What follows belongs to an exercise in optimizing a design on an open flow for small area, a short achievable clock period and few clock cycles; a production flow would make more cautious choices. The RTL was checked by simulation tests, not by an equivalence proof against the original design. Power is estimated from default activity; no workload was simulated.

==> constraint.sdc <==
create_clock -name core_clock -period 10.0 [get_ports {clk}]
set_input_delay 2.0000 -clock core_clock [delete_from_list [all_inputs] [get_ports {clk}]]
set_output_delay 2.0000 -clock core_clock [all_outputs]
set_load 0.01 [all_outputs]
==> run.sh <==
#!/bin/bash
# synth_recipe.tcl (not shown) runs the flow's synth.tcl, then flattens the netlist and writes it again
# the make line also repeats each setting of config.mk as NAME=value (left out here)
make -C /OpenROAD-flow-scripts/flow DESIGN_CONFIG=/design/flow/config.mk WORK_HOME=/design/flow/orfs CLKGATE_MAP_FILE= SYNTH_SCRIPT=/design/flow/synth_recipe.tcl finish
==> design.v <==
package rbm_pkg;
   localparam int ACC_W      = 32;
   localparam int ACC_FRAC   = 23;
   localparam int PROD_SHIFT = 7;
   typedef logic signed [15:0]      q1_15_t;
   typedef logic signed [ACC_W-1:0] q7_23_t;
   typedef logic signed [31:0]      q2_30_t;
   localparam q7_23_t SAT_MAX = 32'sh7FFF_FFFF;
   localparam q7_23_t SAT_MIN = 32'sh8000_0000;
   typedef logic [2:0] state_t;
   localparam state_t S_IDLE   = 3'd0;
   localparam state_t S_CLEAR  = 3'd1;
   localparam state_t S_LOAD_V = 3'd2;
   localparam state_t S_SWEEP  = 3'd3;
   localparam state_t S_DRAIN  = 3'd4;
   localparam state_t S_DONE   = 3'd5;
   typedef struct packed {
      q7_23_t sum;
      logic   sat;
   } sat_res_t;
   function automatic sat_res_t sat_add(input q7_23_t a, input q7_23_t b);
      logic signed [ACC_W:0] s;
      logic                  ov;
      s     = {a[ACC_W-1], a} + {b[ACC_W-1], b};
      ov    = (s[ACC_W] != s[ACC_W-1]);
      if (!ov) sat_add = {s[ACC_W-1:0], 1'b0};
      else     sat_add = {(s[ACC_W] ? SAT_MIN : SAT_MAX), 1'b1};
   endfunction
endpackage
module acc_mac_pipe (
   input  logic [15:0] v,
   input  logic [15:0] h,
   output logic [24:0] s_hi,
   output logic [24:0] c_hi,
   output logic        cin
);
   logic [31:0] row [0:7];
   logic [31:0] nk;
   logic [16:0] hx;
   assign hx = {h, 1'b0};
   always_comb begin
      nk = 32'hAAAB_0000;
      for (int k = 0; k < 8; k++) begin
         logic b2, b1, b0, one, two;
         logic [16:0] sel, r;
         b2  = hx[2*k+2];
         b1  = hx[2*k+1];
         b0  = hx[2*k];
         one = b1 ^ b0;
         two = (b2 & ~b1 & ~b0) | (~b2 & b1 & b0);
         sel = ({17{one}} & {v[15], v}) | ({17{two}} & {v, 1'b0});
         r   = sel ^ {17{b2}};
         row[k] = {15'b0, ~r[16], r[15:0]} << (2 * k);
         nk[2*k] = b2;
      end
   end
   function automatic logic [63:0] csa(input logic [31:0] a, input logic [31:0] b,
                                       input logic [31:0] c);
      logic [31:0] s, cy;
      s  = a ^ b ^ c;
      cy = ((a & b) | (a & c) | (b & c)) << 1;
      csa = {s, cy};
   endfunction
   logic [63:0] l0, l1, l2, l3, l4, l5, l6, l7;
   logic [31:0] s_all, c_all;
   logic [7:0]  low;
   assign l0 = csa(row[0], row[1], row[2]);
   assign l1 = csa(row[3], row[4], row[5]);
   assign l2 = csa(row[6], row[7], nk);
   assign l3 = csa(l0[63:32], l0[31:0], l1[63:32]);
   assign l4 = csa(l1[31:0], l2[63:32], l2[31:0]);
   assign l5 = csa(l3[63:32], l3[31:0], l4[63:32]);
   assign l6 = csa(l5[63:32], l5[31:0], l4[31:0]);
   assign s_all = l6[63:32];
   assign c_all = l6[31:0];
   assign low   = {1'b0, s_all[6:0]} + {1'b0, c_all[6:0]};
   assign s_hi = s_all[31:7];
   assign c_hi = c_all[31:7];
   assign cin  = low[7];
endmodule
module cd_stat_accum
#(
   parameter int I_TILE = 64,
   parameter int H_TILE = 64,
   parameter int AW     = $clog2(I_TILE * H_TILE)
) (
   input  logic          clk,
   input  logic          rst,
   input  logic          clear,
   input  logic          v_valid,
   output logic          v_ready,
   input  logic [15:0]   v_data,
   input  logic          v_phase,
   input  logic          h_valid,
   output logic          h_ready,
   input  logic [15:0]   h_data,
   input  logic          h_last,
   output logic [AW-1:0] acc_rd_addr,
   output logic          acc_rd_bank,
   input  logic [31:0]   acc_rd_data,
   output logic [AW-1:0] acc_wr_addr,
   output logic [31:0]   acc_wr_data,
   output logic [1:0]    acc_wr_we,
   output logic          busy,
   output logic          done,
   output logic          sat_flag
);
   localparam logic [1:0] C_IDLE  = 2'd0;
   localparam logic [1:0] C_BATCH = 2'd1;
   localparam logic [1:0] C_CLEAR = 2'd2;
   logic [1:0]    cmd_q;
   logic [5:0]    c_q;         
   logic [5:0]    j_q;         
   logic [5:0]    vi_q;        
   logic          load_q;      
   logic          fused_q;     
   logic          row_q;       
   logic          ld_q;        
   logic          drain_q;     
   logic [15:0]   hq;
   logic          hq_v, hq_last;
   logic          phase_q;
   logic [1023:0] ring;
   logic          vrdy_q, hrdy_q, busy_q, done_q, sat_q;
   logic          v1, v2, ph1, ph2, l1, l2, l3;
   logic [24:0]   s1, c1;
   logic          cin1;
   logic [24:0]   inc_q;
   logic [31:0]   rd_q;
   logic [31:0]   wd_q;
   logic [1:0]    we_q;
   logic [AW-1:0] wa_q;
   assign v_ready     = vrdy_q;
   assign h_ready     = hrdy_q;
   assign busy        = busy_q;
   assign done        = done_q;
   assign sat_flag    = sat_q;
   assign acc_rd_addr = {j_q, c_q};
   assign acc_rd_bank = phase_q;
   assign acc_wr_addr = wa_q;
   assign acc_wr_data = wd_q;
   assign acc_wr_we   = we_q;
   logic       v_acc, h_acc;
   logic       idle, batch, clr;
   logic       fuse_now, op0, rowdone, last_op, cons;
   logic [1:0] cmd_d;
   logic [5:0] c_d, j_d, vi_d;
   logic       load_d, fused_d, row_d, drain_d, hq_v_d, hq_last_d;
   logic       cons_d, canload_d;
   assign v_acc = v_valid & vrdy_q;
   assign h_acc = h_valid & hrdy_q;
   assign idle  = (cmd_q == C_IDLE);
   assign batch = (cmd_q == C_BATCH);
   assign clr   = (cmd_q == C_CLEAR);
   assign fuse_now = (vi_q == 6'd1) ? hq_v : fused_q;
   assign op0      = batch & (row_q | (ld_q & fuse_now));
   assign rowdone  = batch & (c_q == 6'd63) &
                     (row_q | (ld_q & fused_q & ~load_q & (vi_q == 6'd0)));
   assign cons     = rowdone;
   assign last_op  = batch & row_q & (c_q == 6'd63) & hq_last;
   always_comb begin
      cmd_d     = cmd_q;
      c_d       = c_q + 6'd1;
      j_d       = j_q;
      vi_d      = vi_q;
      load_d    = load_q;
      fused_d   = fused_q;
      row_d     = row_q;
      drain_d   = drain_q;
      hq_v_d    = hq_v & ~cons;
      hq_last_d = hq_last;
      if (h_acc) begin
         hq_v_d    = 1'b1;
         hq_last_d = h_last;
      end
      if (idle) begin
         c_d = 6'd63;
         if (clear) begin
            cmd_d = C_CLEAR;
         end else if (v_acc) begin
            cmd_d  = C_BATCH;
            c_d    = 6'd0;
            vi_d   = 6'd1;
            load_d = 1'b1;
         end
      end else if (batch) begin
         if (ld_q & (vi_q == 6'd1)) fused_d = hq_v;
         if (rowdone) begin
            j_d = j_q + 6'd1;
            if (row_q & (j_q == 6'd63)) begin
               if (hq_last) drain_d = 1'b1;
               else         load_d  = 1'b1;
            end
         end
         if (v_acc) begin
            vi_d   = vi_q + 6'd1;
            load_d = (vi_q != 6'd63);
         end
         if (c_q == 6'd63) row_d = ~load_d & hq_v_d & ~drain_d;
         if (done_q) begin
            cmd_d   = C_IDLE;
            c_d     = 6'd63;
            drain_d = 1'b0;
            row_d   = 1'b0;
            j_d     = 6'd0;
            vi_d    = 6'd0;
            load_d  = 1'b1;
         end
      end else begin
         if (done_q) begin
            cmd_d = C_IDLE;
            c_d   = 6'd63;
         end
      end
   end
   assign cons_d    = batch & (c_d == 6'd63) &
                      (row_d | (v_acc & (vi_q == 6'd63) & fused_d));
   assign canload_d = load_d | (row_d & (j_d == 6'd63) & ~hq_last_d);
   always_ff @(posedge clk) begin
      if (rst) begin
         cmd_q   <= C_IDLE;
         c_q     <= 6'd63;
         j_q     <= '0;
         vi_q    <= '0;
         load_q  <= 1'b1;
         fused_q <= 1'b0;
         row_q   <= 1'b0;
         ld_q    <= 1'b0;
         drain_q <= 1'b0;
         hq_v    <= 1'b0;
         hq_last <= 1'b0;
         phase_q <= 1'b0;
         vrdy_q  <= 1'b0;
         hrdy_q  <= 1'b0;
         busy_q  <= 1'b0;
         done_q  <= 1'b0;
         sat_q   <= 1'b0;
      end else begin
         cmd_q   <= cmd_d;
         c_q     <= c_d;
         j_q     <= j_d;
         vi_q    <= vi_d;
         load_q  <= load_d;
         fused_q <= fused_d;
         row_q   <= row_d;
         ld_q    <= v_acc;
         drain_q <= drain_d;
         hq_v    <= hq_v_d;
         hq_last <= hq_last_d;
         if (v_acc & (vi_q == 6'd0)) phase_q <= v_phase;
         vrdy_q  <= (cmd_d == C_IDLE) |
                    ((cmd_d == C_BATCH) & ~drain_d & canload_d & ((c_d + 6'd1) == vi_d));
         hrdy_q  <= (cmd_d != C_CLEAR) & ~drain_d & (~hq_v_d | cons_d);
         busy_q  <= (cmd_d != C_IDLE);
         done_q  <= l3 | (clr & we_q[0] & (wa_q == {AW{1'b1}}));
         if (idle & clear)      sat_q <= 1'b0;
         else if (v2 & ovf)     sat_q <= 1'b1;
      end
   end
   always_ff @(posedge clk) begin
      if (h_acc) hq <= h_data;
      ring <= {ring[1007:0], v_acc ? v_data : ring[1023:1008]};
   end
   logic [24:0] s0, c0;
   logic        cin0;
   acc_mac_pipe u_mul (
      .v    (ring[15:0]),
      .h    (hq),
      .s_hi (s0),
      .c_hi (c0),
      .cin  (cin0)
   );
   logic [31:0] inc;
   logic [32:0] sum;
   logic        ovf;
   logic [31:0] res;
   assign inc = {{7{inc_q[24]}}, inc_q};
   assign sum = {rd_q[31], rd_q} + {inc[31], inc};
   assign ovf = (sum[32] != sum[31]);
   assign res = ovf ? (sum[32] ? 32'h8000_0000 : 32'h7FFF_FFFF) : sum[31:0];
   always_ff @(posedge clk) begin
      s1    <= s0;
      c1    <= c0;
      cin1  <= cin0;
      inc_q <= s1 + c1 + {24'b0, cin1};
      rd_q  <= acc_rd_data;
      wd_q  <= clr ? 32'h0 : res;
   end
   always_ff @(posedge clk) begin
      if (rst) begin
         v1   <= 1'b0;
         v2   <= 1'b0;
         ph1  <= 1'b0;
         ph2  <= 1'b0;
         l1   <= 1'b0;
         l2   <= 1'b0;
         l3   <= 1'b0;
         we_q <= 2'b00;
         wa_q <= '0;
      end else begin
         v1   <= op0;
         ph1  <= phase_q;
         l1   <= last_op;
         v2   <= v1;
         ph2  <= ph1;
         l2   <= l1;
         l3   <= l2;
         if (clr & ~done_q) we_q <= (we_q[0] & (wa_q == {AW{1'b1}})) ? 2'b00 : 2'b11;
         else                we_q <= v2 ? (ph2 ? 2'b10 : 2'b01) : 2'b00;
         wa_q <= wa_q + {{(AW-1){1'b0}}, |we_q};
      end
   end
endmodule
==> config.mk <==
export PLATFORM = sky130hd
export DESIGN_NAME = cd_stat_accum
export DESIGN_NICKNAME = cd_stat_accum
export VERILOG_FILES = /design/flow/design.v
export SDC_FILE = /design/flow/constraint.sdc
export NUM_CORES = 4
export LEC_CHECK = 0
export CAP_MARGIN = 20
export CORE_MARGIN = 2
export CORE_UTILIZATION = 40
export SLEW_MARGIN = 20
==> run summary <==
number of synthesis warnings=3; final-layout fill cell count=8377; peak supply drop=172.2 uV; Num Clock Sinks=1234; #FFs+latches synth=1234; Register Area=24870 um2; Detailed Route Iter0 Violations=1594; vias per inst=4.716; DR vias=21620; combinational fraction of design power=17.4%; chip width=310.4 um; # diodes=0; Critical Path Max Stage Delay=0.52 ns; Setup TNS=0 ns; unique cell type count in the Yosys netlist=83; row count=112; Post-Route WL=68010 um; RSZ-0062 raised after global routing=false; Int Pwr=8.544 mW; number of global-route vias before repair=20690; Pins Over Slew Limit=0; die footprint=96330 um2; largest net degree at the start of global routing=115; first-pass iteration count of the detailed router=6; overall power=11.50 mW; Hold Vio Cnt, Final=0; CP bufs+invs=3; placed cell count=4389; GPL Wtd Cong=0.8533; Fin Hold WS=0.3070 ns; Post-Syn Area=37550 um2; switching pwr=2.954 mW; FFs w/ async S/R, synth=0%; status=complete, no violations; average size of a mapped cell=11.93 um2; Max Clk Rate=210.4 MHz; first-pass GRT wire length=109300 um; Crit path top cell by count=xnor2_1; max-cap violation count=0; slew margin rel.=27.67%; Routed WL per cell=14.84 um; Worst-path clk slew=0.07 ns; setup bufs post-CTS=0; top_reg_cell synth=dfxtp_1; core area=93190 um2; # DRC=0; Die Span Y=310.4 um; # hold bufs at CTS=0; switching part of the total=25.69%; r2r setup slk=5.69 ns; share of layout cells above drive strength 1=7.207%; Max H-tree Level=3; hpwl dp=43930 um; cts repair resizes=0; Final Cycle Share=47.52%; Worst-Margin Slew=1.085 ns; crit path time final=4.752 ns; delay-heaviest family, CP=buffers and inverters; Final Cell Area=43680 um2; sequential element share of the synthesized area=66.22%; static leakage=17.52 nW; CP Cell Sequence=clkdlybuf4s50_1 > and2_1 > buf_4 > inv_1 > nor4_4 > a21oi_2 > ha_1 > xnor2_1 > xnor2_1 > a2111oi_0 > nand3_1 > o32ai_1; crit end category=flop; GR Util All Layers=14.22%; Initial Utilization=40.29%; final net count=3525; worst skew pair latency=0.68 ns; EDFF count, synth=16; critical path class=in -> reg; Worst Path Max Fanout=23; Multi-input gate area=11460 um2; critical path's slowest cell=nor4_4; gr ovfl total=0; IO buf count=134; placed cell areas=39980 um2; Pwr Density=263.2 nW/um2; Reg power frac=46.5%; Post-Syn Nets=3425; Clk pwr share=36.1%; area grow syn2layout=16.35%; setup violators final=0; Final ANT Viol Nets=0; IO Count=135; Critical Path AT=5.34 ns; Worst EP required=10.59 ns; CTS buffer count=108; initial antenna violation count=1; Worst Skew=0.03452 ns; maximum root-to-sink buffer count=3; TritonCTS clock tree=yes; gate count after technology mapping=3147; Min-Delay Path Class=reg -> reg; CTS Root Cell=clkbuf_16; crit path launch type=input port; final std cells w/o fill=4584
through the flow:
stage | utilization [%] | setup slack, ns
floorplan | - | 5.691
global placement | 42.91 | 4.621
detailed placement | 42.91 | 4.550
CTS | 46.85 | 5.241
global route | 46.88 | 4.920
finish | 46.88 | 5.248
cell families (layout without fill, tap and decap cells):
group / count (synthesis) / in the layout / share of synthesized area [%]
flip-flops: 1234 / 1234 / 66.22
AND/OR/NAND/NOR: 593 / 593 / 7.295
XOR/XNOR: 100 / 100 / 2.353
buffers and inverters: 313 / 496 / 3.256
adder cells (fa/ha/maj): 245 / 245 / 9.651
AO/OA/AOI/OAI: 649 / 649 / 10.87
multiplexers: 13 / 13 / 0.3499
synth_stat cells (6+ instances only):
cell type | instances | area [um2]
a211oi_1 | 41 | 307.8
a21o_1 | 26 | 195.2
a21oi_1 | 196 | 980.9
a221oi_1 | 29 | 254.0
a22oi_1 | 37 | 277.8
a31oi_1 | 12 | 75.07
and2_1 | 19 | 118.9
and3_1 | 12 | 75.07
and4_1 | 6 | 52.55
buf_1 | 29 | 108.9
buf_2 | 11 | 55.05
clkbuf_1 | 130 | 488.0
dfxtp_1 | 1218 | 24380
edfxtp_1 | 16 | 480.5
fa_1 | 87 | 1742
ha_1 | 120 | 1501
inv_1 | 130 | 488.0
maj3_1 | 38 | 380.4
mux2i_1 | 12 | 120.1
nand2_1 | 201 | 754.5
nand2b_1 | 20 | 125.1
nand3_1 | 38 | 190.2
nand4_1 | 13 | 81.33
nor2_1 | 187 | 701.9
nor2b_1 | 27 | 168.9
nor3_1 | 24 | 120.1
o211ai_1 | 22 | 165.2
o21a_1 | 13 | 97.59
o21ai_0 | 151 | 755.7
o21ai_1 | 8 | 40.04
o21bai_1 | 7 | 52.55
o22ai_1 | 44 | 275.3
o31ai_1 | 15 | 112.6
or2_2 | 10 | 62.56
or3_1 | 9 | 56.30
xnor2_1 | 53 | 464.2
xor2_1 | 46 | 402.9
registers in the layout, indices dropped and copies added (netlist names), 2 cells and up:
name / flops
ring: 1024
rd_q: 32
wd_q: 32
c1: 25
inc_q: 25
s1: 25
hq: 16
wa_q: 12
c_q: 6
j_q: 6
vi_q: 6
cmd_q: 2
we_q: 2
layout make-up:
type	instances	area share, %
sequential	1234	56.92
multi-input combinational	1600	26.24
clock buffer	156	7.246
timing repair buffer	168	3.680
tap	1254	3.592
clock inverter	37	1.166
inverter	135	1.160
power by group through the flow:
stage / combinational, mW / clock, mW / sequential (mW)
finish: 2.00 / 4.15 / 5.35
floorplan: 1.42 / 0 / 5.47
detailed placement: 2.01 / 0 / 5.47
global route: 2.28 / 4.49 / 5.38
CTS: 2.02 / 4.28 / 5.36
global placement: 1.99 / 0 / 5.47
cell usage in the layout, fill, tap and decap left out, types with 44 or more instances in the layout:
cell type | netlist | layout
dfxtp_1 | 1218 | 1217
inv_1 | 130 | 130
o21ai_0 | 151 | 151
clkdlybuf4s50_1 | 0 | 134
ha_1 | 120 | 120
fa_1 | 87 | 87
o22ai_1 | 44 | 44
clkbuf_16 | 0 | 110
nand2_1 | 201 | 201
a21oi_1 | 196 | 196
nor2_1 | 187 | 187
xnor2_1 | 53 | 53
xor2_1 | 46 | 46
metal layers:
metal / vias to the layer above / routed length, um / GRT usage [%]
li1: 10790 / - / -
met4: 0 / 2248 / 5.426
met3: 136 / 3753 / 3.017
met2: 492 / 30070 / 22.13
met1: 10200 / 31930 / 19.39
met5: - / 0 / 0
final timing paths:
path,start,to,cells after the start
max,v_valid,vrdy_q,12
max reg2reg,hq[5],s1[9],11
min,ring[76],ring[92],0
min reg2reg,ring[76],ring[92],0
Testbench counts, summed over its fixed seeds: cycles 294,972.

-- port drivers added, routing unchanged --
Ports are ideal in the flow. The routed layout listed here was re-timed in OpenROAD. Step 1, drivers: a clkbuf_16 drives clk and a buf_2 each remaining input, both assumed. Step 2 adds t to the input delays and takes it off the output delays; t is the mean of the earliest and latest rising clock arrival at the registers after step 1. Input paths then give back, and output paths get back, about the clock's delay inside the block. a / b / c = ideal ports / drivers / drivers and shift; a / b = the first two.
t, ns: 0.729
slack for setup (ns): 5.248 / 5.283 / 4.554
worst hold slack (ns): 0.307 / 0.307 / 0.307
worst setup path at the end: input to register
slew at the worst register clock pin (ns): 0.07 / 0.07
After both steps setup and hold are still met in this run. The setup slack of this run moves by +0.035 ns with the drivers and by -0.694 ns with both steps.
